This is an optimization exercise on Yosys and OpenROAD, whose aim is small area, a short achievable clock period and few clock cycles per item, not a production implementation.
Where RTL was checked, it was by simulation tests only, not by an equivalence proof against the original.
For run 6, only the layout was checked, not whether the RTL still works.
Power and IR drop assume default switching activity.

===== design/flow/design.v =====
`timescale 1ns / 1ps
package gpca_pkg;
	localparam int HW_COUNT_WIDTH = 16;
	localparam int TOTAL_W        = 32;
	localparam int FOLD_W         = 15;
	localparam int WINDOW_W       = 15;
	localparam int DEBOUNCE_W     = 24;
	localparam int CFG_DATA_W     = 24;
	localparam int CFG_IDX_W      = 2;
	localparam logic [CFG_IDX_W-1:0] CFG_ACTIVE_HIGH    = 2'd0;
	localparam logic [CFG_IDX_W-1:0] CFG_DEBOUNCE_US    = 2'd1;
	localparam logic [CFG_IDX_W-1:0] CFG_FOLD_THRESHOLD = 2'd2;
	localparam logic                RST_ACTIVE_HIGH    = 1'b1;
	localparam logic [FOLD_W-1:0]   RST_FOLD_THRESHOLD = 15'd16384;
	localparam int                  ROUND_W     = DEBOUNCE_W + 1;
	localparam logic [ROUND_W-1:0]  ROUND_UP    = 25'd999;
	localparam int                  RECIP_W     = 26;
	localparam logic [RECIP_W-1:0]  RECIP_1000  = 26'd34359739;
	localparam int                  RECIP_SHIFT = 35;
	typedef struct packed {
		logic [31:0]                       now_ms;
		logic signed [HW_COUNT_WIDTH-1:0]  hw_count;
		logic                              pin_level;
	} sample_t;
	typedef struct packed {
		logic               logical_on;
		logic [TOTAL_W-1:0] accepted_pulses;
		logic [TOTAL_W-1:0] raw_pulses;
		logic [TOTAL_W-1:0] ignored_pulses;
		logic [TOTAL_W-1:0] samples_taken;
		logic [TOTAL_W-1:0] folds_done;
		logic [TOTAL_W-1:0] last_accept_ms;
		logic               clear_request;
	} result_t;
	typedef struct packed {
		logic                active_high;
		logic [WINDOW_W-1:0] window_ms;
		logic [FOLD_W-1:0]   fold_threshold;
	} cfg_t;
endpackage
`timescale 1ns / 1ps
module gpca_cfg (
	input  logic                                 clk,
	input  logic                                 arst_n,
	input  logic                                 cfg_we,
	input  logic [gpca_pkg::CFG_IDX_W-1:0]       cfg_index,
	input  logic [gpca_pkg::CFG_DATA_W-1:0]      cfg_wdata,
	output logic                                 active_high,
	output logic [gpca_pkg::WINDOW_W-1:0]        win_q,
	output logic                                 win_rnz,
	output logic                                 win_zero,    
	output logic [gpca_pkg::FOLD_W-1:0]          fold_threshold,
	output logic                                 busy,
	output logic                                 busy_next    
);
	logic [9:0]  rem_q;      
	logic [3:0]  cnt_q;      
	logic [14:0] quo_q;      
	logic [10:0] trial;
	logic [9:0]  rem_n;
	logic [14:0] quo_n;
	logic        rnz_q;
	logic        wz_q;
	logic        qbit;
	assign trial = {rem_q, quo_q[14]};
	assign qbit  = (trial >= 11'd1000);
	assign busy  = (cnt_q != 4'd0);
	assign busy_next = (cfg_we && cfg_index == gpca_pkg::CFG_DEBOUNCE_US) || (cnt_q > 4'd1);
	always_comb begin
		rem_n = rem_q;
		quo_n = quo_q;
		if (cfg_we && cfg_index == gpca_pkg::CFG_DEBOUNCE_US) begin
			rem_n = {1'b0, cfg_wdata[23:15]};
			quo_n = cfg_wdata[14:0];
		end else if (busy) begin
			rem_n = qbit ? 10'(trial - 11'd1000) : trial[9:0];
			quo_n = {quo_q[13:0], qbit};
		end
	end
	always_ff @(posedge clk or negedge arst_n) begin
		if (!arst_n) begin
			active_high    <= gpca_pkg::RST_ACTIVE_HIGH;
			fold_threshold <= gpca_pkg::RST_FOLD_THRESHOLD;
			rem_q          <= '0;
			quo_q          <= '0;
			cnt_q          <= '0;
			rnz_q          <= 1'b0;
			wz_q           <= 1'b1;
		end else begin
			if (cfg_we && cfg_index == gpca_pkg::CFG_ACTIVE_HIGH) begin
				active_high <= cfg_wdata[0];
			end
			if (cfg_we && cfg_index == gpca_pkg::CFG_FOLD_THRESHOLD) begin
				fold_threshold <= cfg_wdata[gpca_pkg::FOLD_W-1:0];
			end
			if (cfg_we && cfg_index == gpca_pkg::CFG_DEBOUNCE_US) begin
				cnt_q <= 4'd15;
			end else if (busy) begin
				cnt_q <= cnt_q - 4'd1;
			end
			rem_q <= rem_n;
			quo_q <= quo_n;
			rnz_q <= (rem_n != '0);
			wz_q  <= (rem_n == '0) && (quo_n == '0);
		end
	end
	assign win_q    = quo_q;
	assign win_rnz  = rnz_q;
	assign win_zero = wz_q;
endmodule
`timescale 1ns / 1ps
module gpca_core (
	input  logic                            clk,
	input  logic                            arst_n,
	input  logic                            take_in,    
	input  logic                            load_s1,    
	input  logic                            use_skid,   
	input  logic                            skid_load,  
	input  logic                            en,         
	input  logic [48:0]                     sample,
	input  logic                            active_high,
	input  logic [gpca_pkg::WINDOW_W-1:0]   win_q,
	input  logic                            win_rnz,
	input  logic                            win_zero,
	input  logic [gpca_pkg::FOLD_W-1:0]     thr,
	output logic [193:0]                    result
);
	function automatic logic [32:0] add32(input logic [31:0] a, input logic [31:0] b, input logic cin);
		logic [31:0] g;
		logic [31:0] p;
		logic [31:0] gn;
		logic [31:0] pn;
		logic [32:0] c;
		g = a & b;
		p = a ^ b;
		for (int l = 0; l < 5; l++) begin
			gn = g;
			pn = p;
			for (int i = 0; i < 32; i++) begin
				if (((i >> l) & 1) == 1) begin
					gn[i] = g[i] | (p[i] & g[((i >> l) << l) - 1]);
					pn[i] = p[i] & p[((i >> l) << l) - 1];
				end
			end
			g = gn;
			p = pn;
		end
		c[0] = cin;
		for (int i = 0; i < 32; i++) begin
			c[i+1] = g[i] | (p[i] & cin);
		end
		add32 = {c[32], (a ^ b) ^ c[31:0]};
	endfunction
	logic [15:0] prev_q;       
	logic [31:0] s_now;
	logic [7:0]  s_dml;        
	logic        s_c8;         
	logic [7:0]  s_php;        
	logic [7:0]  s_phg;
	logic        s_on;
	logic        s_fold;
	logic [15:0] hw;
	logic [32:0] fp;
	logic [32:0] fn;
	logic [14:0] fn_z;
	logic        fold_in;
	logic [32:0] dm;
	assign hw = sample[16:1];
	assign fp = add32({17'd0, hw[14:0]}, {17'd0, ~thr}, 1'b1);
	assign fn = add32({17'd0, hw[14:0]}, {17'd0, thr}, 1'b0);
	assign fn_z[0] = hw[0] ^ thr[0];
	for (genvar i = 1; i < 15; i++) begin : g_fz
		assign fn_z[i] = (hw[i] ^ thr[i]) ^ (hw[i-1] | thr[i-1]);
	end
	assign fold_in = hw[15] ? (!fn[15] || (fn_z == '0)) : fp[15];
	assign dm = add32({24'd0, hw[7:0]}, {24'd0, ~prev_q[7:0]}, 1'b0);
	always_ff @(posedge clk or negedge arst_n) begin
		if (!arst_n) begin
			prev_q <= '0;
		end else if (take_in) begin
			prev_q <= fold_in ? '0 : hw;
		end
	end
	logic [58:0] in_w;
	logic [58:0] skid_q;
	assign in_w = {sample[48:17], dm[7:0], dm[8], hw[15:8] ^ ~prev_q[15:8], hw[15:8] & ~prev_q[15:8],
		active_high ? sample[0] : ~sample[0], fold_in};
	always_ff @(posedge clk) begin
		if (skid_load) begin
			skid_q <= in_w;
		end
	end
	always_ff @(posedge clk) begin
		if (load_s1) begin
			{s_now, s_dml, s_c8, s_php, s_phg, s_on, s_fold} <= use_skid ? skid_q : in_w;
		end
	end
	logic [31:0] idle_q;
	logic        armed_q;
	logic [31:0] acc_q;
	logic [31:0] raw_q;
	logic [31:0] ign_q;
	logic [31:0] smp_q;
	logic [31:0] fold_q;
	logic [31:0] acct_q;
	logic        on_q;
	logic        clr_q;
	logic        wz;
	logic        idle_nz;
	logic [32:0] lo_a;
	logic [14:0] csa_x;
	logic [14:0] csa_y;
	logic [32:0] lo_b;
	logic        lo_ge;
	logic [16:0] hx;
	logic [16:0] hy;
	logic [16:0] hz;
	logic        hi_eq0;
	logic        hi_eq1;
	logic        hi_zero;
	logic        late;
	assign wz      = win_zero;
	assign idle_nz = (idle_q != '0);
	assign lo_a  = add32({17'd0, s_now[14:0]}, {17'd0, ~idle_q[14:0]}, 1'b1);
	assign csa_x = s_now[14:0] ^ ~idle_q[14:0] ^ ~win_q;
	assign csa_y = (s_now[14:0] & ~idle_q[14:0]) | (s_now[14:0] & ~win_q) | (~idle_q[14:0] & ~win_q);
	assign lo_b  = add32({17'd0, csa_x}, {16'd0, csa_y, !win_rnz}, 1'b1);
	assign lo_ge = lo_a[15] ? lo_b[16] : (lo_b[16] || lo_b[15]);
	assign hx = s_now[31:15];
	assign hy = ~idle_q[31:15];
	assign hz[0] = hx[0] ^ hy[0];
	for (genvar i = 1; i < 17; i++) begin : g_hz
		assign hz[i] = (hx[i] ^ hy[i]) ^ (hx[i-1] | hy[i-1]);
	end
	assign hi_eq0  = (s_now[31:15] == idle_q[31:15]);
	assign hi_eq1  = (hz == '0);
	assign hi_zero = lo_a[15] ? hi_eq0 : hi_eq1;
	assign late    = !hi_zero || lo_ge;
	logic [32:0] dmh;
	logic [15:0] s_dm1;
	logic        s_pos;
	assign dmh   = add32({24'd0, s_php | s_phg}, {24'd0, s_phg}, s_c8);
	assign s_dm1 = {dmh[7:0], s_dml};
	assign s_pos = !(s_php[7] ^ dmh[8]);
	logic armed_t;
	logic take;
	logic hit;
	assign armed_t = armed_q || (!s_on && (wz || (idle_nz && late)));
	assign take    = s_pos && !wz && armed_t;     
	assign hit     = s_pos && (wz || armed_t);    
	logic [31:0] d_x;
	logic [32:0] raw_s;
	logic [32:0] acc_s;
	logic [32:0] ign_s;
	logic [32:0] smp_s;
	logic [32:0] fold_s;
	assign d_x    = {16'd0, s_dm1};
	assign raw_s  = add32(raw_q, d_x, 1'b1);                   
	assign acc_s  = add32(acc_q, wz ? d_x : 32'd0, 1'b1);      
	assign ign_s  = add32(ign_q, d_x, !armed_t);               
	assign smp_s  = add32(smp_q, 32'd0, 1'b1);
	assign fold_s = add32(fold_q, 32'd0, s_fold);
	always_ff @(posedge clk or negedge arst_n) begin
		if (!arst_n) begin
			idle_q  <= '0;
			armed_q <= 1'b0;
			acc_q   <= '0;
			raw_q   <= '0;
			ign_q   <= '0;
			smp_q   <= '0;
			fold_q  <= '0;
			acct_q  <= '0;
		end else if (en) begin
			if (s_on || take) begin
				idle_q <= '0;
			end else if (!idle_nz) begin
				idle_q <= s_now;
			end
			armed_q <= armed_t && !take;
			if (s_pos) begin
				raw_q <= raw_s[31:0];
			end
			if (hit) begin
				acc_q  <= acc_s[31:0];
				acct_q <= s_now;
			end
			if (s_pos && !wz) begin
				ign_q <= ign_s[31:0];
			end
			smp_q  <= smp_s[31:0];
			fold_q <= fold_s[31:0];
		end
	end
	always_ff @(posedge clk) begin
		if (en) begin
			on_q  <= s_on;
			clr_q <= s_fold;
		end
	end
	assign result = {on_q, acc_q, raw_q, ign_q, smp_q, fold_q, acct_q, clr_q};
endmodule
`timescale 1ns / 1ps
module gated_pulse_count_accumulator (
	input  logic                             clk,
	input  logic                             arst_n,
	input  logic                             sample_valid,
	output logic                             sample_ready,
	input  logic [48:0]                      sample,
	output logic                             result_valid,
	input  logic                             result_ready,
	output logic [193:0]                     result,
	input  logic                             cfg_we,
	input  logic [gpca_pkg::CFG_IDX_W-1:0]   cfg_index,
	input  logic [gpca_pkg::CFG_DATA_W-1:0]  cfg_wdata
);
	logic                          active_high;
	logic [gpca_pkg::WINDOW_W-1:0] win_q;
	logic                          win_rnz;
	logic                          win_zero;
	logic [gpca_pkg::FOLD_W-1:0]   thr;
	logic                          busy;
	logic                          busy_next;
	logic                          ready_q;
	logic                          valid_k;
	logic                          valid_s1;
	logic                          valid_s2;
	logic                          adv;
	logic                          load_s1;
	logic                          take_in;
	logic                          valid_k_n;
	assign sample_ready = ready_q;
	assign take_in      = sample_valid && ready_q;
	assign adv          = valid_s1 && (!valid_s2 || result_ready);
	assign load_s1      = !valid_s1 || adv;
	assign valid_k_n    = (valid_k || take_in) && !load_s1;
	always_ff @(posedge clk or negedge arst_n) begin
		if (!arst_n) begin
			ready_q  <= 1'b1;
			valid_k  <= 1'b0;
			valid_s1 <= 1'b0;
			valid_s2 <= 1'b0;
		end else begin
			ready_q <= !valid_k_n && !busy_next;
			valid_k <= valid_k_n;
			if (load_s1) begin
				valid_s1 <= valid_k || take_in;
			end
			if (!valid_s2 || result_ready) begin
				valid_s2 <= valid_s1;
			end
		end
	end
	gpca_cfg u_cfg (
		.clk            (clk),
		.arst_n         (arst_n),
		.cfg_we         (cfg_we),
		.cfg_index      (cfg_index),
		.cfg_wdata      (cfg_wdata),
		.active_high    (active_high),
		.win_q          (win_q),
		.win_rnz        (win_rnz),
		.win_zero       (win_zero),
		.fold_threshold (thr),
		.busy           (busy),
		.busy_next      (busy_next)
	);
	gpca_core u_core (
		.clk         (clk),
		.arst_n      (arst_n),
		.take_in     (take_in),
		.load_s1     (load_s1),
		.use_skid    (valid_k),
		.skid_load   (!valid_k),
		.en          (adv),
		.sample      (sample),
		.active_high (active_high),
		.win_q       (win_q),
		.win_rnz     (win_rnz),
		.win_zero    (win_zero),
		.thr         (thr),
		.result      (result)
	);
	assign result_valid = valid_s2;
endmodule

===== design/flow/flow/run.sh =====
#!/bin/bash
# Own layout flow: the standard layout (standard.sh, unchanged synthesis,
# floorplan, power grid, placement, CTS and routing) with two changes:
#  - ports are buffered with sky130_fd_sc_hd__buf_1 instead of the default
#    delay buffer;
#  - timing repair aims for extra setup slack (SETUP_SLACK_MARGIN).
# Each tool's full output stays in orfs/logs; make's output goes to standard.log.
set -euo pipefail
export BUFFER_PORTS_ARGS="-buffer_cell sky130_fd_sc_hd__buf_1"
export SETUP_SLACK_MARGIN=7.3
bash standard.sh > standard.log 2>&1

===== design/flow/standard.sh =====
#!/bin/bash
# synth_recipe.tcl (not shown) runs the flow's synth.tcl, then flattens the netlist and writes it again
# the make line also repeats each setting of config.mk as NAME=value (left out here)
make -C /OpenROAD-flow-scripts/flow DESIGN_CONFIG=/design/flow/config.mk WORK_HOME=/design/flow/orfs CLKGATE_MAP_FILE= SYNTH_SCRIPT=/design/flow/synth_recipe.tcl "${@:-finish}"

===== design/flow/config.mk =====
export PLATFORM = sky130hd
export DESIGN_NAME = gated_pulse_count_accumulator
export DESIGN_NICKNAME = gated_pulse_count_accumulator
export VERILOG_FILES = /design/flow/design.v
export SDC_FILE = /design/flow/constraint.sdc
export NUM_CORES = 4
export LEC_CHECK = 0
export CAP_MARGIN = 20
export CORE_MARGIN = 2
export CORE_UTILIZATION = 60
export CTS_BUF_LIST = sky130_fd_sc_hd__clkbuf_16
export CTS_CLUSTER_DIAMETER = 80
export CTS_CLUSTER_SIZE = 24
export PLACE_DENSITY = 0.75
export SLEW_MARGIN = 20

===== design/flow/constraint.sdc =====
create_clock -name core_clock -period 11.0 [get_ports {clk}]
set_input_delay 2.2000 -clock core_clock [delete_from_list [all_inputs] [get_ports {clk}]]
set_output_delay 2.2000 -clock core_clock [all_outputs]
set_load 0.01 [all_outputs]

==> results_dict.tcl, run 1 <==
set metrics [dict create \
    outcome "complete, no violations" \
    rsz0062_at_grt "true" \
    synth_fp_nets 2230 \
    grt_overflow 0 \
    place_area_mm2 0.0225 \
    die_w_um 191 \
    fmax_mhz 267 \
    cp.arrival_ps 4230 \
    cts_buffers 23 \
    die_area_mm2 0.0365 \
    wl_per_cell_um 18.2 \
    core_area_mm2 0.0345 \
    numClockSinks 412 \
    whs_ps 473 \
    synth.yosys.seq_area_share 0.492 \
    required_ps 11480 \
    setup_tns_ps 0 \
    synth_cells 1966 \
    ys_types 74 \
    hold_path_class "reg2reg" \
    stdcell_area_mm2 0.0246 \
    grtUsageTotal 0.262 \
    syn_avg_cell_area_um2 10.7 \
    finalMaxSlewViolations 0 \
    drive_gt1_frac 0.146 \
    p_total_mw 5.64 \
    place_congestion 0.880 \
    worst_slew_pin_slew_ps 852 \
    finalSetupViolations 0 \
    critPathKind "in2reg" \
    finish.utilization 0.713 \
    critPathLaunchType "input port" \
    synth_area_leaders "dfrtp_1, ha_1, edfxtp_1, dfxtp_1, xnor2_1" \
    synth_top_area_frac 0.343 \
    path_max_fanout 5 \
    synth_top_flop_cell "dfrtp_1" \
    vias 15400 \
    drv_cap 0 \
    rows 68 \
    layout_setup_ws_ps 7250 \
    drc_errors 0 \
    antenna_left 0 \
    antenna_found_initial 3 \
    clk_latency_ps 550 \
    hpwlAfterDp_um 35600 \
    grt_max_degree 70 \
    synth_edf_count 61 \
    ir_worst_vdd_v 0.000175 \
    finalWirelength_um 50100 \
    grt_pass1_vias 14900 \
    period_needed_ps 3750 \
    p_leak_nw 11.2 \
    drt_iter0_drc 774 \
    ios 276 \
    cts_tree "built" \
    power_density_mw_per_mm2 230 \
    areaGrowthSynthToFinish_pct 17.1 \
    dieHeight_um 191 \
    ys_seq_elements 412 \
    num-fill-cells 2536 \
    vias_per_cell 5.61 \
    clk_pin_slew_worst_paths_ps 90 \
    fin_skew_ps 25.1 \
    dp_slack_ps 6180 \
    period_share 0.341 \
    grt_pass1_wl_um 76400 \
    final_net_count 2542 \
    async_flop_share 0.709 \
    dp_cells 2642 \
    relSlewSlack 0.432 \
    yosysTopAreaCell "dfrtp_1" \
    stdcell_count 2749 \
    htree_levels 1 \
    clk_path_buf_depth 3 \
    end_kind "register" \
    hold_violations 0 \
    start_util 0.609 \
    yosysWarnings 3 \
    dr.pass1.iters 7 \
    io_buffer_count 275 \
    syn_area_mm2 0.0210 \
    cts_root_buf "clkbuf_16" \
]
[final cells by class]
type	instances	area (um2)	area share
diodes	2	5.00	0.000204
well taps	455	569	0.0232
clock inverters	16	121	0.00494
multi-input cells	1354	10600	0.432
clock buffers	23	576	0.0234
repair buffers	348	1800	0.0733
flip-flops and latches	412	10300	0.421
inverters	139	546	0.0222
[Yosys cell counts (40+ instances only)]
library cell and n:
dfrtp_1 288, nand2_1 243, ha_1 165, inv_1 138, xnor2_1 119, o21ai_0 112
nor2_1 87, xor2_1 77, mux2_2 69, a21oi_1 62, edfxtp_1 61, dfxtp_1 59
nand3_1 40
[sequential cells by signal, indices dropped and copies added (netlist names), 10 cells and up]
| signal | count |
|---|---|
| u_cfg.fold_threshold | 15 |
| u_cfg.quo_q | 15 |
| u_cfg.rem_q | 10 |
| u_core.acc_q | 32 |
| u_core.acct_q | 32 |
| u_core.fold_q | 32 |
| u_core.idle_q | 32 |
| u_core.ign_q | 32 |
| u_core.prev_q | 16 |
| u_core.raw_q | 32 |
| u_core.s_now | 32 |
| u_core.skid_q | 59 |
| u_core.smp_q | 32 |
[repair_timing]
item / 4_1_cts / 5_1_grt
hold buffers: 0 / 0
cloned: 2 / 7
pin swaps: 32 / 47
endpoints found under the setup margin: 289 / 277
buffers inserted: 19 / 38
gates resized for setup: 64 / 97
endpoints found under the hold margin: 0 / 0
[path summary, 6_finish.rpt]
path                                           start                             to  slack, ps  cells after the start
setup / recovery                              cfg_we           u_cfg.wz_q$_DFF_PN1_       7250                      9
hold / removal             u_core.skid_q[26]$_DFF_P_      u_core.skid_q[26]$_DFF_P_        470                      2
setup reg to reg               u_core.s_c8$_DFFE_PP_   u_core.raw_q[29]$_DFFE_PN0P_       7250                     15
hold reg to reg            u_core.skid_q[26]$_DFF_P_      u_core.skid_q[26]$_DFF_P_        470                      2
max in group asynchronous                     arst_n  u_core.idle_q[19]$_DFFE_PN0P_       7670                      3
min in group asynchronous                     arst_n   u_core.ign_q[22]$_DFFE_PN0P_       1720                      1
[layout by cell type, fill, tap and decap left out, types with 38 or more instances in the layout]
cell      count
a21oi_1      56
buf_1       257
buf_4        57
dfrtp_1     285
dfxtp_1      59
edfxtp_1     61
ha_1        147
inv_1       134
mux2_2       69
nand2_1     238
nand4_1      38
nor2_1       82
o21ai_0     100
xnor2_1     111
xor2_1       77
[critical path, stage by stage]
cell and delay (ps):
buf_4 110, nand2_4 60, or2_4 280, nor2_1 90
a31oi_1 50, or4_1 500, or3_1 340, or4_4 450
nor3_2 140
[power by group]
| part | switching [mW] | internal, mW |
|---|---|---|
| Clock | 0.518 | 0.397 |
| Combinational | 1.41 | 1.13 |
| Sequential | 0.277 | 1.90 |
| Total | 2.21 | 3.43 |
[cell families after synthesis]
logic type / after synthesis / share of synthesized area
xor gates and xnor gates: 196 / 0.0818
AOI/OAI and AO/OA: 332 / 0.101
buffers and inverters: 204 / 0.0406
adders and majority gates: 184 / 0.117
muxes: 73 / 0.0389
and+or+nand+nor: 565 / 0.129
DFF: 412 / 0.492
[per-layer routing]
layer,GRT usage,part of all wire,vias up
met2,0.437,0.48,419
li1,-,-,7392
met1,0.351,0.43,7536
met5,0,0.00020,-
met3,0.0433,0.061,80
met4,0.0790,0.029,2
Testbench counts, summed over its fixed seeds: cycles 24,128, items 24,000.
==> run 2: changes to the inputs <==
--- a/design/flow/config.mk
+++ b/design/flow/config.mk
@@ -7,9 +7,9 @@
 export LEC_CHECK = 0
 export CAP_MARGIN = 20
 export CORE_MARGIN = 2
-export CORE_UTILIZATION = 60
+export CORE_UTILIZATION = 70
 export CTS_BUF_LIST = sky130_fd_sc_hd__clkbuf_16
 export CTS_CLUSTER_DIAMETER = 80
-export CTS_CLUSTER_SIZE = 24
-export PLACE_DENSITY = 0.75
+export CTS_CLUSTER_SIZE = 26
+export PLACE_DENSITY = 0.85
 export SLEW_MARGIN = 20
==> results_dict.tcl, run 2 <==
set metrics [dict create \
    outcome "complete, no violations" \
    grt_overflow 0 \
    finalWirelength_um 53500 \
    hpwlAfterDp_um 36100 \
    yosysWarnings 3 \
    async_flop_share 0.709 \
    hold_path_class "reg2reg" \
    grt_pass1_vias 15400 \
    finalSetupViolations 0 \
    cts_root_buf "clkbuf_16" \
    areaGrowthSynthToFinish_pct 16.4 \
    setup_tns_ps 0 \
    syn_avg_cell_area_um2 10.7 \
    synth_edf_count 61 \
    dp_slack_ps 6110 \
    rr_worst_depth 15 \
    antenna_left 0 \
    antenna_found_initial 2 \
    power_density_mw_per_mm2 230 \
    yosysTopAreaCell "dfrtp_1" \
    cp_common_cell "a21o_1" \
    die_area_mm2 0.0314 \
    fmax_mhz 257 \
    relSlewSlack 0.308 \
    drv_cap 0 \
    io_buffer_count 275 \
    synth_top_flop_cell "dfrtp_1" \
    drive_gt1_frac 0.140 \
    rsz0062_at_grt "true" \
    slowest_stage "edfxtp_1" \
    drt_iter0_drc 1214 \
    path_max_fanout 6 \
    numClockSinks 412 \
    hold_violations 0 \
    p_leak_nw 11.3 \
    final_common_cell "dfrtp_1" \
    clk_pin_slew_worst_paths_ps 100 \
    critPathKind "reg2reg" \
    grtUsageTotal 0.316 \
    core_area_mm2 0.0296 \
    die_w_um 177 \
    finalMaxSlewViolations 0 \
    dr.pass1.iters 5 \
    start_util 0.710 \
    ios 276 \
    worst_slew_pin_slew_ps 1040 \
    vias_per_cell 6.01 \
    ys_types 74 \
    dieHeight_um 177 \
    vias 16100 \
    cp.arrival_ps 4320 \
    place_congestion 0.929 \
    final_net_count 2535 \
    wl_per_cell_um 20.0 \
    cts_buffers 20 \
    required_ps 11430 \
    top_register "u_core.skid_q" \
    ys_seq_elements 412 \
    ir_worst_vdd_v 0.000178 \
    period_share 0.354 \
    rows 63 \
    whs_ps 475 \
    period_needed_ps 3890 \
    layout_common_cells "dfrtp_1, buf_1, nand2_1, ha_1, inv_1" \
    ys_top_cells_by_count "dfrtp_1, nand2_1, ha_1, inv_1, xnor2_1" \
    synth.yosys.seq_area_share 0.492 \
    min_path_cells 2 \
    clk_path_buf_depth 3 \
    critPathLaunchType "register" \
    fin_skew_ps 21.9 \
    cts_tree "built" \
    grt_max_degree 184 \
    synth_top_area_frac 0.343 \
    synth_fp_nets 2230 \
    syn_area_mm2 0.0210 \
    layout_setup_ws_ps 7110 \
    drc_errors 0 \
    worstPathCellList "a21o_1 > a21o_1 > a21o_4 > a2111o_1 > and2_4 > a21oi_4 > xnor2_4 > ha_4 > a2111oi_4 > and2_1 > a221o_1 > nor4_4 > and3_4 > nand4_1 > xnor2_1" \
    synth_cells 1966 \
    htree_levels 1 \
    end_kind "register" \
    synth_area_leaders "dfrtp_1, ha_1, edfxtp_1, dfxtp_1, xnor2_1" \
    yosysMostFrequentCell "dfrtp_1" \
    largest_reg_flops 59 \
    max_stage_delay_ps 430 \
    clk_latency_ps 540 \
    grt_pass1_wl_um 79100 \
]
run 2: cell counts after synthesis:
No cell type changed its count.
run 2: per-stage QoR:
stage,area (um2),power [mW],util,instances
final,24400,5.61,0.826,2675
after global routing,24400,5.97,0.826,2673
after CTS,23600,5.37,0.798,2635
after detailed placement,22500,4.40,0.760,2575
after global placement,22500,4.26,0.760,2575
after floorplan,21200,3.77,-,1966
run 2: repair_timing:
action | 4_1_cts | 5_1_grt
gates resized for setup | 68 | 103
endpoints found under the hold margin | 0 | 0
pin swaps | 30 | 44
cloned | 2 | 8
setup endpoints to repair | 169 | 165
hold buffers | 0 | 0
setup buffers | 24 | 30
run 2: cells by family after synthesis:
group	synth area share
xor+xnor	0.0818
simple gates	0.129
mux	0.0389
buf+inv	0.0406
fa+ha+maj	0.117
compound gates	0.101
flops	0.492
run 2: final timing paths:
kind	startpoint	end	slack (ps)
max in group asynchronous	arst_n	u_core.fold_q[18]$_DFFE_PN0P_	7880
max	u_core.s_c8$_DFFE_PP_	u_core.raw_q[29]$_DFFE_PN0P_	7110
min	u_core.skid_q[23]$_DFF_P_	u_core.skid_q[23]$_DFF_P_	470
min reg2reg	u_core.skid_q[23]$_DFF_P_	u_core.skid_q[23]$_DFF_P_	470
max reg2reg	u_core.s_c8$_DFFE_PP_	u_core.raw_q[29]$_DFFE_PN0P_	7110
min in group asynchronous	arst_n	u_core.acc_q[25]$_DFFE_PN0P_	1690
run 2: critical path, delay by kind of cell (launching register included):
kind / cells / cell delay [ps]
AO/OA/AOI/OAI: 7 / 1640
XOR/XNOR: 2 / 320
flip-flops: 1 / 430
AND/OR/NAND/NOR: 5 / 1200
adder cells (fa/ha/maj): 1 / 190
run 2: final cells by class:
class | instances | area (um2)
Multi-Input combinational cell | 1353 | 10600
Sequential cell | 412 | 10300
Fill cell | 1696 | 5130
Timing Repair Buffer | 345 | 1820
Inverter | 139 | 546
Clock buffer | 21 | 526
Tap cell | 390 | 488
Clock inverter | 13 | 73.8
Antenna cell | 2 | 5.00
run 2: routing by layer:
layer  wire length [um]  up-vias  track usage
met1              21200     7926        0.412
met4               1940        0       0.0964
met2              26600      644        0.546
li1                   -     7372            -
met3               3800      126       0.0483
met5                  0        -            0
run 2: power breakdown:
group          switching (mW)  internal, mW
clock network           0.489         0.355
logic                    1.44          1.13
registers               0.284          1.90
total                    2.22          3.39
==> run 3: changes to the inputs <==
--- a/design/flow/flow/run.sh
+++ b/design/flow/flow/run.sh
@@ -7,5 +7,5 @@
 # Each tool's full output stays in orfs/logs; make's output goes to standard.log.
 set -euo pipefail
 export BUFFER_PORTS_ARGS="-buffer_cell sky130_fd_sc_hd__buf_1"
-export SETUP_SLACK_MARGIN=7.3
+export SETUP_SLACK_MARGIN=7.15
 bash standard.sh > standard.log 2>&1
==> results_dict.tcl, run 3 <==
set metrics [dict create \
    outcome "complete, no violations" \
    core_area_mm2 0.0296 \
    hold_path_class "reg2reg" \
    synth_top_family_by_area "simple AND/OR/NAND/NOR gates" \
    synth_area_leaders "dfrtp_1, ha_1, edfxtp_1, dfxtp_1, xnor2_1" \
    end_kind "register" \
    layout_common_cells "dfrtp_1, buf_1, nand2_1, ha_1, inv_1" \
    regToRegSetupSlack_ps 7200 \
    clk_path_buf_depth 3 \
    grt_pass1_vias 15200 \
    p_leak_nw 10.9 \
    rsz0062_at_grt "true" \
    cts_tree "built" \
    clk_latency_ps 550 \
    final_net_count 2501 \
    rows 63 \
    dp_cells 2577 \
    antenna_found_initial 0 \
    yosysWarnings 3 \
    setup_tns_ps 0 \
    critPathLaunchType "input port" \
    path_max_fanout 4 \
    synth_top_flop_cell "dfrtp_1" \
    synth-compound-area-share 0.101 \
    yosys.area_share.simple 0.129 \
    layout_setup_ws_ps 7160 \
    top_register "u_core.skid_q" \
    synth-xor-area-share 0.0818 \
    hpwlAfterDp_um 35900 \
    synthAdderAreaFrac 0.117 \
    start_util 0.710 \
    htree_levels 1 \
    async_flop_share 0.709 \
    power_density_mw_per_mm2 228 \
    drt_iter0_drc 1090 \
    largest_reg_flops 59 \
    grt_overflow 0 \
    ir_worst_vdd_v 0.000178 \
    drive_gt1_frac 0.105 \
    drc_errors 0 \
    synth_edf_count 61 \
    io_buffer_count 275 \
    slowest_stage "nor4_4" \
    finalWirelength_um 49000 \
    hold_violations 0 \
    cp_common_cell "nand4_1" \
    max_stage_delay_ps 300 \
    p_total_mw 5.39 \
    synth_mux_area_frac 0.0389 \
    wl_per_cell_um 18.6 \
    critPathKind "in2reg" \
    finalMaxSlewViolations 0 \
    drv_cap 0 \
    areaGrowthSynthToFinish_pct 12.7 \
    ys_types 74 \
    place_congestion 0.913 \
    diodes 0 \
    worst_slew_pin_slew_ps 848 \
    period_needed_ps 3840 \
    dieHeight_um 177 \
    finish.utilization 0.800 \
    fin_skew_ps 21.9 \
    worstPathCellList "buf_1 > nand2b_2 > nand4_1 > nor4_4 > and4_4 > and3_4 > nand4_1 > nor2_2 > and2_4 > nand3_1 > xnor2_1" \
    place_area_mm2 0.0224 \
    whs_ps 476 \
    ys_seq_elements 412 \
    synth_top_area_frac 0.343 \
    syn_avg_cell_area_um2 10.7 \
    synth_cells 1966 \
    crit_buf_inv 1 \
    final_common_cell "dfrtp_1" \
    yosysMostFrequentCell "dfrtp_1" \
    cts_root_buf "clkbuf_16" \
    synth_fp_nets 2230 \
    grt_pass1_wl_um 77200 \
    ys_top_cells_by_count "dfrtp_1, nand2_1, ha_1, inv_1, xnor2_1" \
    stdcell_count 2639 \
    die_area_mm2 0.0314 \
    period_share 0.349 \
    relSlewSlack 0.435 \
    dr.pass1.iters 5 \
    ios 276 \
    finalSetupViolations 0 \
    stdcell_area_mm2 0.0237 \
    clk_pin_slew_worst_paths_ps 100 \
    vias 15500 \
    yosysTopAreaCell "dfrtp_1" \
    cts_buffers 20 \
    vias_per_cell 5.86 \
    synth.yosys.seq_area_share 0.492 \
    die_w_um 177 \
    syn_area_mm2 0.0210 \
    cp.arrival_ps 4270 \
    grtUsageTotal 0.307 \
    antenna_left 0 \
    grt_max_degree 85 \
    fmax_mhz 261 \
    path_delay_family "simple AND/OR/NAND/NOR gates" \
    dp_slack_ps 6140 \
    required_ps 11440 \
    numClockSinks 412 \
]
run 3: cell types whose count changed in the layout (fill, tap and decap cells not counted), moves of 5 or more:
cell,before,now
buf_1,257,262
buf_4,50,28
buf_6,11,5
o21ai_0,102,108
o31ai_1,14,19
run 3: final cells by class:
class | count | area (um2)
Timing Repair Buffer | 313 | 1430
Sequential cell | 412 | 10300
Clock inverter | 14 | 87.6
Multi-Input combinational cell | 1351 | 10300
Inverter | 139 | 538
Tap cell | 390 | 488
Fill cell | 1851 | 5910
Clock buffer | 20 | 500
run 3: repair_timing:
action	CTS	global route
gates resized for setup	36	56
hold endpoints to repair	0	0
gates cloned	1	1
endpoints found under the setup margin	214	216
buffers inserted	5	21
hold buffers	0	0
pin swaps	11	31
run 3: routing by layer:
| metal | wire length, um | vias up | track usage |
|---|---|---|---|
| li1 | - | 7292 | - |
| met1 | 20400 | 7576 | 0.417 |
| met2 | 24000 | 510 | 0.516 |
| met3 | 2950 | 99 | 0.0354 |
| met4 | 1640 | 0 | 0.104 |
| met5 | 0 | - | 0 |
run 3: cells by family after synthesis:
logic type	Yosys count
adder cells (fa/ha/maj)	184
AND/OR/NAND/NOR	565
AO/OA/AOI/OAI	332
XOR/XNOR	196
buffers and inverters	204
flip-flops	412
multiplexers	73
run 3: power by group:
group	switching, mW	internal (mW)
logic	1.35	1.02
registers	0.279	1.90
clock network	0.494	0.343
total	2.12	3.27
run 3: worst reg2reg max path, cell delays in order, from the launching register on:
cell and delay [ps]:
edfxtp_1 440, a21o_1 180, a21o_1 190, a21o_1 250, a2111o_1 460, and2_4 170
a21oi_4 160, xnor2_2 170, ha_2 260, a2111oi_2 50, and2_1 140, a221o_1 370
nor4_4 270, and3_4 300, nand4_1 130, xnor2_1 150
run 3: worst paths after layout:
| kind | to | cells past startpoint | start |
|---|---|---|---|
| worst min register to register | u_core.smp_q[31]$_DFFE_PN0P_ | 1 | u_core.smp_q[31]$_DFFE_PN0P_ |
| max in group asynchronous | valid_k$_DFF_PN0_ | 3 | arst_n |
| min in group asynchronous | u_core.raw_q[26]$_DFFE_PN0P_ | 1 | arst_n |
| worst max register to register | u_core.raw_q[31]$_DFFE_PN0P_ | 15 | u_core.s_c8$_DFFE_PP_ |
| worst max-delay path | u_core.fold_q[31]$_DFFE_PN0P_ | 11 | result_ready |
| worst min-delay path | u_core.smp_q[31]$_DFFE_PN0P_ | 1 | u_core.smp_q[31]$_DFFE_PN0P_ |
==> run 4: changes to the inputs <==
--- a/design/flow/config.mk
+++ b/design/flow/config.mk
@@ -9,7 +9,7 @@
 export CORE_MARGIN = 2
 export CORE_UTILIZATION = 70
 export CTS_BUF_LIST = sky130_fd_sc_hd__clkbuf_16
-export CTS_CLUSTER_DIAMETER = 80
-export CTS_CLUSTER_SIZE = 26
+export CTS_CLUSTER_DIAMETER = 100
+export CTS_CLUSTER_SIZE = 30
 export PLACE_DENSITY = 0.85
 export SLEW_MARGIN = 20
==> results_dict.tcl, run 4 <==
set metrics [dict create \
    outcome "complete, no violations" \
    stdcell_area_mm2 0.0237 \
    num-fill-cells 1818 \
    finalSetupViolations 0 \
    synth_area_leaders "dfrtp_1, ha_1, edfxtp_1, dfxtp_1, xnor2_1" \
    fmax_mhz 263 \
    period_needed_ps 3800 \
    clk_latency_ps 540 \
    drc_errors 0 \
    worstPathCellList "buf_1 > or2_4 > nor2_1 > a31oi_1 > or4_1 > or3_1 > or4_4 > nor3_4" \
    grt_pass1_wl_um 77200 \
    drv_cap 0 \
    yosysTopAreaCell "dfrtp_1" \
    worst_slew_pin_slew_ps 843 \
    yosysMostFrequentCell "dfrtp_1" \
    fin_skew_ps 24.7 \
    r2r_end "u_core.raw_q[31]$_DFFE_PN0P_" \
    slowest_stage "or4_1" \
    hold_path_class "reg2reg" \
    rr_startpoint "u_core.s_c8$_DFFE_PP_" \
    cp-startpoint "cfg_index[1]" \
    place_congestion 0.913 \
    dieHeight_um 177 \
    synth_fp_nets 2230 \
    vias 15600 \
    layout_common_cells "dfrtp_1, buf_1, nand2_1, ha_1, inv_1" \
    syn_area_mm2 0.0210 \
    yosysWarnings 3 \
    antenna_found_initial 0 \
    crit_end "u_cfg.wz_q$_DFF_PN1_" \
    path_max_fanout 7 \
    finalWirelength_um 49900 \
    io_buffer_count 275 \
    p_leak_nw 11.0 \
    end_kind "register" \
    dr.pass1.iters 6 \
    final_net_count 2508 \
    htree_levels 1 \
    cts_buffers 17 \
    grt_pass1_vias 15200 \
    period_share 0.345 \
    rsz0062_at_grt "true" \
    syn_avg_cell_area_um2 10.7 \
    largest_reg_flops 59 \
    ios 276 \
    rows 63 \
    clk_pin_slew_worst_paths_ps 120 \
    cp.depth 8 \
    power_density_mw_per_mm2 226 \
    synth_edf_count 61 \
    cp.arrival_ps 4260 \
    finalMaxSlewViolations 0 \
    critPathLaunchType "input port" \
    ys_seq_elements 412 \
    ys_types 74 \
    grt_max_degree 85 \
    hold_violations 0 \
    die_area_mm2 0.0314 \
    regToRegSetupSlack_ps 7230 \
    core_area_mm2 0.0296 \
    final_common_cell "dfrtp_1" \
    areaGrowthSynthToFinish_pct 13.0 \
    antenna_left 0 \
    ys_top_cells_by_count "dfrtp_1, nand2_1, ha_1, inv_1, xnor2_1" \
    crit_buf_inv 1 \
    grt_overflow 0 \
    path_delay_family "simple AND/OR/NAND/NOR gates" \
    ir_worst_vdd_v 0.000189 \
    relSlewSlack 0.438 \
    critPathKind "in2reg" \
    synth_top_flop_cell "dfrtp_1" \
    wl_per_cell_um 18.9 \
    async_flop_share 0.709 \
    hpwlAfterDp_um 35900 \
    grtUsageTotal 0.307 \
    max_stage_delay_ps 500 \
    rr_worst_depth 15 \
    start_util 0.710 \
    synth_cells 1966 \
    top_register "u_core.skid_q" \
    vias_per_cell 5.90 \
    synth.yosys.seq_area_share 0.492 \
    setup_tns_ps 0 \
    numClockSinks 412 \
    die_w_um 177 \
    required_ps 11470 \
    synth_top_area_frac 0.343 \
    cts_tree "built" \
    drt_iter0_drc 1103 \
    diodes 0 \
    place_area_mm2 0.0224 \
    clk_path_buf_depth 3 \
    drive_gt1_frac 0.111 \
    cts_root_buf "clkbuf_16" \
]
## run 4: cell counts after synthesis
Identical to the previous run, type by type.
## run 4: what timing repair did
item                                    4_1_cts  5_1_grt
hold buffers                                  0        0
buffers inserted                              6       26
pin swaps                                    10       36
cloned                                        1        5
resized for setup                            35       79
endpoints found under the setup margin      215      285
## run 4: area by class of cell
cell class / count / area [um2] / area share
timing repair buffer: 322 / 1560 / 0.0656
multi-input combinational: 1352 / 10300 / 0.435
clock buffer: 17 / 425 / 0.0179
clock inverter: 12 / 55.1 / 0.00232
tap: 390 / 488 / 0.0206
sequential: 412 / 10300 / 0.436
inverter: 139 / 536 / 0.0226
## run 4: worst min path at each step
stage / start / to / slack, ps / depth (start not counted)
final: u_core.skid_q[26]$_DFF_P_ / u_core.skid_q[26]$_DFF_P_ / 470 / 2
after global routing: u_core.skid_q[37]$_DFF_P_ / u_core.skid_q[37]$_DFF_P_ / 500 / 1
after CTS: u_core.skid_q[26]$_DFF_P_ / u_core.skid_q[26]$_DFF_P_ / 480 / 2
after detailed placement: u_core.skid_q[8]$_DFF_P_ / u_core.skid_q[8]$_DFF_P_ / 460 / 1
after global placement: u_core.skid_q[25]$_DFF_P_ / u_core.skid_q[25]$_DFF_P_ / 450 / 2
after floorplan: u_core.skid_q[1]$_DFF_P_ / u_core.skid_q[1]$_DFF_P_ / 430 / 2
## run 4: stage by stage
step	std cells	worst slack [ps]	total power, mW	hold slack (ps)	util
2_1_floorplan	1966	6570	3.77	431	-
3_3_place_gp	2577	6240	4.26	446	0.759
3_5_place_dp	2577	6140	4.41	458	0.759
4_1_cts	2613	7090	5.21	477	0.782
5_1_grt	2644	7040	5.73	496	0.802
6_report	2644	7200	5.35	474	0.802
## run 4: worst register-to-register path: stages, from the launching register on
cell and delay, ps:
edfxtp_1 440, a21o_1 170, a21o_1 190, a21o_1 230, a2111o_1 470, and2_4 180, a21oi_4 160, xnor2_2 150
ha_2 260, a2111oi_2 50, and2_1 140, a221o_2 380, nor4_4 260, and3_4 300, nand4_1 120, xnor2_1 160
## run 4: per-layer routing
layer / vias up / GRT usage / share of wire
met4: 0 / 0.108 / 0.036
met5: - / 0 / 0
li1: 7315 / - / -
met2: 571 / 0.514 / 0.49
met1: 7591 / 0.416 / 0.41
met3: 112 / 0.0382 / 0.068
## run 4: cell families (layout without fill, tap and decap cells)
| logic type | count (synthesis) | in the layout | synth area share |
|---|---|---|---|
| adders and majority gates | 184 | 184 | 0.117 |
| buffers and inverters | 204 | 490 | 0.0406 |
| and+or+nand+nor | 565 | 567 | 0.129 |
| AOI/OAI and AO/OA | 332 | 332 | 0.101 |
| xor gates and xnor gates | 196 | 196 | 0.0818 |
| muxes | 73 | 73 | 0.0389 |
| DFF | 412 | 412 | 0.492 |
## run 4: where the power goes
| group | total, mW | internal, mW | switching (mW) |
|---|---|---|---|
| registers | 2.18 | 1.90 | 0.278 |
| logic | 2.41 | 1.04 | 1.37 |
| clock network | 0.763 | 0.291 | 0.473 |
| total | 5.35 | 3.23 | 2.12 |
==> run 5: changes to the inputs <==
--- a/design/flow/config.mk
+++ b/design/flow/config.mk
@@ -7,9 +7,9 @@
 export LEC_CHECK = 0
 export CAP_MARGIN = 20
 export CORE_MARGIN = 2
-export CORE_UTILIZATION = 70
+export CORE_UTILIZATION = 80
 export CTS_BUF_LIST = sky130_fd_sc_hd__clkbuf_16
-export CTS_CLUSTER_DIAMETER = 100
-export CTS_CLUSTER_SIZE = 30
-export PLACE_DENSITY = 0.85
+export CTS_CLUSTER_DIAMETER = 80
+export CTS_CLUSTER_SIZE = 26
+export PLACE_DENSITY = 0.9
 export SLEW_MARGIN = 20
==> results_dict.tcl, run 5 <==
set metrics [dict create \
    clk_latency_ps 550 \
    largest_reg_flops 59 \
    finalSetupViolations 0 \
    relSlewSlack 0.377 \
    crit_buf_inv 1 \
    vias 16400 \
    rows 59 \
    ys_top_cells_by_count "dfrtp_1, nand2_1, ha_1, inv_1, xnor2_1" \
    setup_tns_ps 0 \
    worst_slew_pin_slew_ps 934 \
    htree_levels 1 \
    clk_path_buf_depth 3 \
    clk_pin_slew_worst_paths_ps 100 \
    finalMaxSlewViolations 0 \
    fin_skew_ps 26.9 \
    layout_setup_ws_ps 7150 \
    required_ps 11430 \
    cp.arrival_ps 4290 \
    grt_max_degree 162 \
    path_max_fanout 4 \
    cts_root_buf "clkbuf_16" \
    rr_worst_depth 13 \
    cp_common_cell "nand4_1" \
    cts_tree "built" \
    ys_types 74 \
    place_area_mm2 0.0224 \
    period_share 0.350 \
    diodes 0 \
    yosysMostFrequentCell "dfrtp_1" \
    end_kind "register" \
    hold_violations 0 \
    top_register "u_core.skid_q" \
    fmax_mhz 260 \
    stdcell_area_mm2 0.0236 \
    grt_pass1_vias 15900 \
    r2r_end "u_core.acct_q[14]$_DFFE_PN0P_" \
    die_area_mm2 0.0275 \
    dr.pass1.iters 6 \
    p_leak_nw 10.9 \
    drc_errors 0 \
    syn_area_mm2 0.0210 \
    crit_end "u_core.fold_q[31]$_DFFE_PN0P_" \
    core_area_mm2 0.0259 \
    start_util 0.810 \
    worstPathCellList "buf_1 > nand2b_4 > nand4_1 > nor4_4 > and4_2 > and3_4 > nand4_1 > nor2_2 > and2_4 > nand3_1 > xnor2_1" \
    finalWirelength_um 53900 \
    cts_buffers 20 \
    synth_fp_nets 2230 \
    dp_slack_ps 6200 \
    drv_cap 0 \
    hold_path_class "reg2reg" \
    cp-startpoint "result_ready" \
    cp.depth 11 \
    antenna_found_initial 0 \
    rr_startpoint "u_cfg.quo_q[14]$_DFF_PN0_" \
    synth_top_area_frac 0.343 \
    async_flop_share 0.709 \
    synth_top_flop_cell "dfrtp_1" \
    syn_avg_cell_area_um2 10.7 \
    antenna_left 0 \
    layout_common_cells "dfrtp_1, buf_1, nand2_1, ha_1, inv_1" \
    io_buffer_count 275 \
    period_needed_ps 3850 \
    power_density_mw_per_mm2 234 \
    ctsHoldBuffers 0 \
    yosysWarnings 3 \
    slowest_stage "and4_2" \
    dieHeight_um 166 \
    hpwlAfterDp_um 37000 \
    ir_worst_vdd_v 0.000191 \
    grt_pass1_wl_um 82800 \
    wl_per_cell_um 20.9 \
    areaGrowthSynthToFinish_pct 12.6 \
    ios 276 \
    critPathLaunchType "input port" \
    final_common_cell "dfrtp_1" \
    drt_iter0_drc 1715 \
    max_stage_delay_ps 330 \
    critPathKind "in2reg" \
    synth.yosys.seq_area_share 0.492 \
    yosysTopAreaCell "dfrtp_1" \
    rsz0062_at_grt "false" \
    path_delay_family "simple AND/OR/NAND/NOR gates" \
    outcome "complete, no violations" \
    grt_overflow 0 \
    grtUsageTotal 0.372 \
    regToRegSetupSlack_ps 7230 \
    synth_area_leaders "dfrtp_1, ha_1, edfxtp_1, dfxtp_1, xnor2_1" \
    numClockSinks 412 \
    synth_edf_count 61 \
    place_congestion 0.923 \
    synth_cells 1966 \
    vias_per_cell 6.35 \
    final_net_count 2500 \
    die_w_um 166 \
    ys_seq_elements 412 \
    drive_gt1_frac 0.108 \
]
[run 5: cell count changes in the layout (fill, tap and decap cells not counted), sizes merged]
cell,before,now
buf,308,295
and4,9,10
inv,150,152
clkbuf,31,34
o21ai,116,118
[run 5: final cells by class]
| class | count | area (um2) |
|---|---|---|
| repair buffers | 308 | 1370 |
| clock buffers | 21 | 526 |
| well taps | 335 | 419 |
| fillers | 1063 | 2290 |
| multi-input cells | 1355 | 10400 |
| inverters | 139 | 536 |
| clock inverters | 14 | 75.1 |
| flip-flops and latches | 412 | 10300 |
[run 5: per-layer routing]
layer / GRT usage / wire [um]
met1: 0.483 / 20100
met2: 0.633 / 26500
met3: 0.0612 / 4770
met4: 0.149 / 2580
met5: 0 / 0
[run 5: repair_timing]
item                       in CTS  in global routing
gates resized for setup        51                 56
pin swaps                      18                 26
buffers inserted                9                 16
setup endpoints to repair     221                230
gates cloned                    4                  1
[run 5: through the flow]
step           hold slack, ps  total power, mW  utilization  instances
6_report                  477             5.52        0.912       2584
5_1_grt                   493             5.84        0.912       2584
4_1_cts                   481             5.34        0.897       2567
3_5_place_dp              457             4.41        0.863       2519
3_3_place_gp              444             4.25        0.863       2519
2_1_floorplan             431             3.77            -       1966
[run 5: worst reg2reg max path: cells and delay by family (launching register included)]
kind	cells	cell delay, ps
adders and majority gates	2	890
buffers and inverters	1	120
and+or+nand+nor	6	1130
DFF	1	420
AOI/OAI and AO/OA	4	1140
[run 5: cells by family after synthesis]
group,count (synthesis),synth area share
xor gates and xnor gates,196,0.0818
AOI/OAI and AO/OA,332,0.101
buffers and inverters,204,0.0406
muxes,73,0.0389
and+or+nand+nor,565,0.129
adders and majority gates,184,0.117
DFF,412,0.492
[run 5: power breakdown]
| group | leakage, nW | internal, mW | switching (mW) | total, mW |
|---|---|---|---|---|
| Combinational | 5.62 | 1.03 | 1.44 | 2.47 |
| Sequential | 4.98 | 1.90 | 0.295 | 2.20 |
| Clock | 0.334 | 0.356 | 0.487 | 0.843 |
| Total | 10.9 | 3.29 | 2.22 | 5.52 |
[run 5: worst min path at each step]
stage	start	end	slack (ps)	cells after the start
3_3_place_gp	u_core.skid_q[25]$_DFF_P_	u_core.skid_q[25]$_DFF_P_	440	2
5_1_grt	u_core.raw_q[31]$_DFFE_PN0P_	u_core.raw_q[31]$_DFFE_PN0P_	490	1
4_1_cts	u_core.fold_q[31]$_DFFE_PN0P_	u_core.fold_q[31]$_DFFE_PN0P_	480	1
3_5_place_dp	u_core.skid_q[22]$_DFF_P_	u_core.skid_q[22]$_DFF_P_	460	2
6_report	u_core.fold_q[31]$_DFFE_PN0P_	u_core.fold_q[31]$_DFFE_PN0P_	480	1
2_1_floorplan	u_core.skid_q[1]$_DFF_P_	u_core.skid_q[1]$_DFF_P_	430	2
==> run 6: changes to the inputs <==
--- a/design/flow/design.v
+++ b/design/flow/design.v
@@ -153,10 +153,10 @@
 	endfunction
 	logic [15:0] prev_q;       
 	logic [31:0] s_now;
-	logic [7:0]  s_dml;        
+	logic [11:0] s_dml;        
 	logic        s_c8;         
-	logic [7:0]  s_php;        
-	logic [7:0]  s_phg;
+	logic [3:0]  s_php;        
+	logic [3:0]  s_phg;
 	logic        s_on;
 	logic        s_fold;
 	logic [15:0] hw;
@@ -173,7 +173,7 @@
 		assign fn_z[i] = (hw[i] ^ thr[i]) ^ (hw[i-1] | thr[i-1]);
 	end
 	assign fold_in = hw[15] ? (!fn[15] || (fn_z == '0)) : fp[15];
-	assign dm = add32({24'd0, hw[7:0]}, {24'd0, ~prev_q[7:0]}, 1'b0);
+	assign dm = add32({20'd0, hw[11:0]}, {20'd0, ~prev_q[11:0]}, 1'b0);
 	always_ff @(posedge clk or negedge arst_n) begin
 		if (!arst_n) begin
 			prev_q <= '0;
@@ -181,9 +181,9 @@
 			prev_q <= fold_in ? '0 : hw;
 		end
 	end
-	logic [58:0] in_w;
-	logic [58:0] skid_q;
-	assign in_w = {sample[48:17], dm[7:0], dm[8], hw[15:8] ^ ~prev_q[15:8], hw[15:8] & ~prev_q[15:8],
+	logic [54:0] in_w;
+	logic [54:0] skid_q;
+	assign in_w = {sample[48:17], dm[11:0], dm[12], hw[15:12] ^ ~prev_q[15:12], hw[15:12] & ~prev_q[15:12],
 		active_high ? sample[0] : ~sample[0], fold_in};
 	always_ff @(posedge clk) begin
 		if (skid_load) begin
@@ -239,9 +239,9 @@
 	logic [32:0] dmh;
 	logic [15:0] s_dm1;
 	logic        s_pos;
-	assign dmh   = add32({24'd0, s_php | s_phg}, {24'd0, s_phg}, s_c8);
-	assign s_dm1 = {dmh[7:0], s_dml};
-	assign s_pos = !(s_php[7] ^ dmh[8]);
+	assign dmh   = add32({28'd0, s_php | s_phg}, {28'd0, s_phg}, s_c8);
+	assign s_dm1 = {dmh[3:0], s_dml};
+	assign s_pos = !(s_php[3] ^ dmh[4]);
 	logic armed_t;
 	logic take;
 	logic hit;
--- a/design/flow/config.mk
+++ b/design/flow/config.mk
@@ -7,9 +7,9 @@
 export LEC_CHECK = 0
 export CAP_MARGIN = 20
 export CORE_MARGIN = 2
-export CORE_UTILIZATION = 80
+export CORE_UTILIZATION = 70
 export CTS_BUF_LIST = sky130_fd_sc_hd__clkbuf_16
 export CTS_CLUSTER_DIAMETER = 80
 export CTS_CLUSTER_SIZE = 26
-export PLACE_DENSITY = 0.9
+export PLACE_DENSITY = 0.85
 export SLEW_MARGIN = 20
==> results_dict.tcl, run 6 <==
set metrics [dict create \
    outcome "complete, no violations" \
    clk_latency_ps 540 \
    period_needed_ps 3940 \
    areaGrowthSynthToFinish_pct 15.8 \
    period_share 0.358 \
    path_max_fanout 4 \
    die_area_mm2 0.0306 \
    die_w_um 175 \
    fin_skew_ps 20.5 \
    cts_tree "built" \
    grt_overflow 0 \
    ir_worst_vdd_v 0.000195 \
    slowest_stage "or4_4" \
    hold_violations 0 \
    dieHeight_um 175 \
    critPathKind "in2reg" \
    async_flop_share 0.723 \
    synth.yosys.seq_area_share 0.494 \
    grt_pass1_wl_um 80400 \
    drive_gt1_frac 0.119 \
    max_stage_delay_ps 530 \
    numClockSinks 404 \
    ys_types 68 \
    grt_pass1_vias 15700 \
    drc_errors 0 \
    power_density_mw_per_mm2 236 \
    drt_iter0_drc 1088 \
    finalMaxSlewViolations 0 \
    largest_reg_flops 55 \
    vias_per_cell 5.99 \
    place_congestion 0.943 \
    cp.arrival_ps 4330 \
    synth_fp_nets 2179 \
    synth_top_flop_cell "dfrtp_1" \
    drv_cap 0 \
    finalWirelength_um 50300 \
    start_util 0.712 \
    final_net_count 2482 \
    yosysTopAreaCell "dfrtp_1" \
    p_leak_nw 11.0 \
    p_total_mw 5.61 \
    cts_buffers 20 \
    fmax_mhz 254 \
    clk_path_buf_depth 3 \
    synth_area_leaders "dfrtp_1, ha_1, edfxtp_1, dfxtp_1, xnor2_1" \
    vias 15700 \
    yosysWarnings 3 \
    rows 62 \
    required_ps 11400 \
    finalSetupViolations 0 \
    end_kind "register" \
    yosysMostFrequentCell "dfrtp_1" \
    critPathLaunchType "input port" \
    relSlewSlack 0.318 \
    worst_slew_pin_slew_ps 1020 \
    synth_edf_count 57 \
    rsz0062_at_grt "true" \
    dr.pass1.iters 5 \
    syn_area_mm2 0.0205 \
    antenna_found_initial 0 \
    cts_root_buf "clkbuf_16" \
    worstPathCellList "buf_2 > inv_2 > ha_2 > xnor2_1 > or4_4 > nor4_4 > nor3_4 > a41oi_4 > buf_6 > buf_4 > o31ai_1" \
    crit_buf_inv 4 \
    clk_pin_slew_worst_paths_ps 110 \
    layout_common_cells "dfrtp_1, buf_1, nand2_1, ha_1, inv_1" \
    synth_top_area_frac 0.352 \
    diodes 0 \
    final_common_cell "dfrtp_1" \
    syn_avg_cell_area_um2 10.7 \
    path_delay_family "simple AND/OR/NAND/NOR gates" \
    wl_per_cell_um 19.3 \
    io_buffer_count 275 \
    grt_max_degree 74 \
    hold_path_class "reg2reg" \
    synth_cells 1914 \
    ys_seq_elements 404 \
    top_register "u_core.skid_q" \
    antenna_left 0 \
    core_area_mm2 0.0288 \
    grtUsageTotal 0.326 \
    htree_levels 1 \
    ys_top_cells_by_count "dfrtp_1, nand2_1, ha_1, inv_1, o21ai_0" \
    ios 276 \
    setup_tns_ps 0 \
    hpwlAfterDp_um 35300 \
]
-- run 6: layout make-up --
class	count	area [um2]
multi-input combinational	1310	10200
fill	1697	5070
clock inverter	13	100
tap	384	480
sequential	404	10100
clock buffer	22	551
timing repair buffer	336	1750
inverter	145	556
-- run 6: worst paths after layout --
kind                                            from                            end  slack, ps  depth (start not counted)
hold reg to reg            u_core.skid_q[19]$_DFF_P_      u_core.skid_q[19]$_DFF_P_        470                          2
hold / removal             u_core.skid_q[19]$_DFF_P_      u_core.skid_q[19]$_DFF_P_        470                          2
max in group asynchronous                     arst_n  u_core.fold_q[12]$_DFFE_PN0P_       7550                          3
setup / recovery                           sample[5]  u_core.prev_q[13]$_DFFE_PN0P_       7060                         11
min in group asynchronous                     arst_n   u_core.ign_q[20]$_DFFE_PN0P_       1640                          1
setup reg to reg           u_cfg.quo_q[11]$_DFF_PN0_   u_core.ign_q[12]$_DFFE_PN0P_       7250                         14
-- run 6: metrics by stage --
stage | util | std cells | instance area [um2] | hold WS (ps) | setup WS, ps
global route | 0.824 | 2614 | 23700 | 500 | 6970
detailed placement | 0.772 | 2530 | 22200 | 457 | 5850
floorplan | - | 1914 | 21000 | 431 | 6690
CTS | 0.811 | 2591 | 23300 | 478 | 7030
global placement | 0.772 | 2530 | 22200 | 447 | 6010
finish | 0.824 | 2614 | 23700 | 471 | 7060
-- run 6: worst register-to-register path, cell delays in order, from the launching register on --
cell	delay [ps]
dfrtp_1	390
inv_1	100
fa_1	500
ha_1	320
a21oi_1	170
o21ai_1	130
a221oi_2	350
o2111ai_2	150
a22oi_2	300
buf_4	180
a21o_4	150
inv_2	90
o31a_1	320
or4b_1	470
nand3_1	70
-- run 6: repair_timing --
action,in CTS,in global routing
gates cloned,6,2
buffers inserted,20,21
resized for setup,45,56
setup endpoints to repair,138,172
hold buffers,0,0
pin swaps,30,36
-- run 6: cell families (layout without fill, tap and decap cells) --
logic type                 count (synthesis)  after routing  synth area share
and+or+nand+nor                          528            529             0.123
DFF                                      404            404             0.494
AOI/OAI and AO/OA                        334            334             0.104
buffers and inverters                    201            516            0.0373
xor gates and xnor gates                 190            190            0.0813
adders and majority gates                185            185             0.120
muxes                                     72             72            0.0395
-- run 6: report_power, final --
| group | internal (mW) | switching [mW] |
|---|---|---|
| registers | 1.88 | 0.317 |
| logic | 1.07 | 1.46 |
| clock network | 0.393 | 0.480 |
| total | 3.35 | 2.26 |
-- run 6: metal layers --
metal	track usage	part of all wire	up-vias	routed length, um
li1	-	-	7245	-
met4	0.117	0.040	0	2020
met5	0	0	-	0
met2	0.551	0.49	559	24500
met3	0.0461	0.064	137	3220
met1	0.432	0.41	7724	20600

port drivers added, routing unchanged:
In the flow no input, the clock included, has a driving cell. The finished layouts below were timed again as built, in two steps.
Step 1 sets driving cells, clkbuf_16 on the clock port and buf_2 on the other inputs (assumed; they add their load-dependent delay and slew).
Step 2 moves the port delays by t, midway between the first and last clock arrival at a register: inputs arrive t later, outputs are due t later. That takes back most of the time a late clock gives input paths.
Three values: ideal ports, drivers, drivers and shift; two values: the first two.
run	t, ns	setup WS [ns]	hold slack, ns	worst slew at a driven data input, ns
run 1	0.596	7.249 / 7.251 / 6.660	0.473 / 0.473 / 0.473	0.09
run 2	0.583	7.106 / 7.106 / 6.711	0.475 / 0.475 / 0.475	0.07
run 3	0.587	7.162 / 7.166 / 6.580	0.476 / 0.476 / 0.476	0.05
run 4	0.585	7.205 / 7.226 / 6.645	0.474 / 0.474 / 0.474	0.05
run 5	0.589	7.147 / 7.170 / 6.581	0.477 / 0.477 / 0.477	0.07
run 6	0.587	7.065 / 7.094 / 6.507	0.471 / 0.471 / 0.471	0.07
After both steps every run listed still meets setup and hold. For run 1, which loses most, drivers alone change the setup slack by +0.002 ns; drivers and shift together by -0.589 ns.
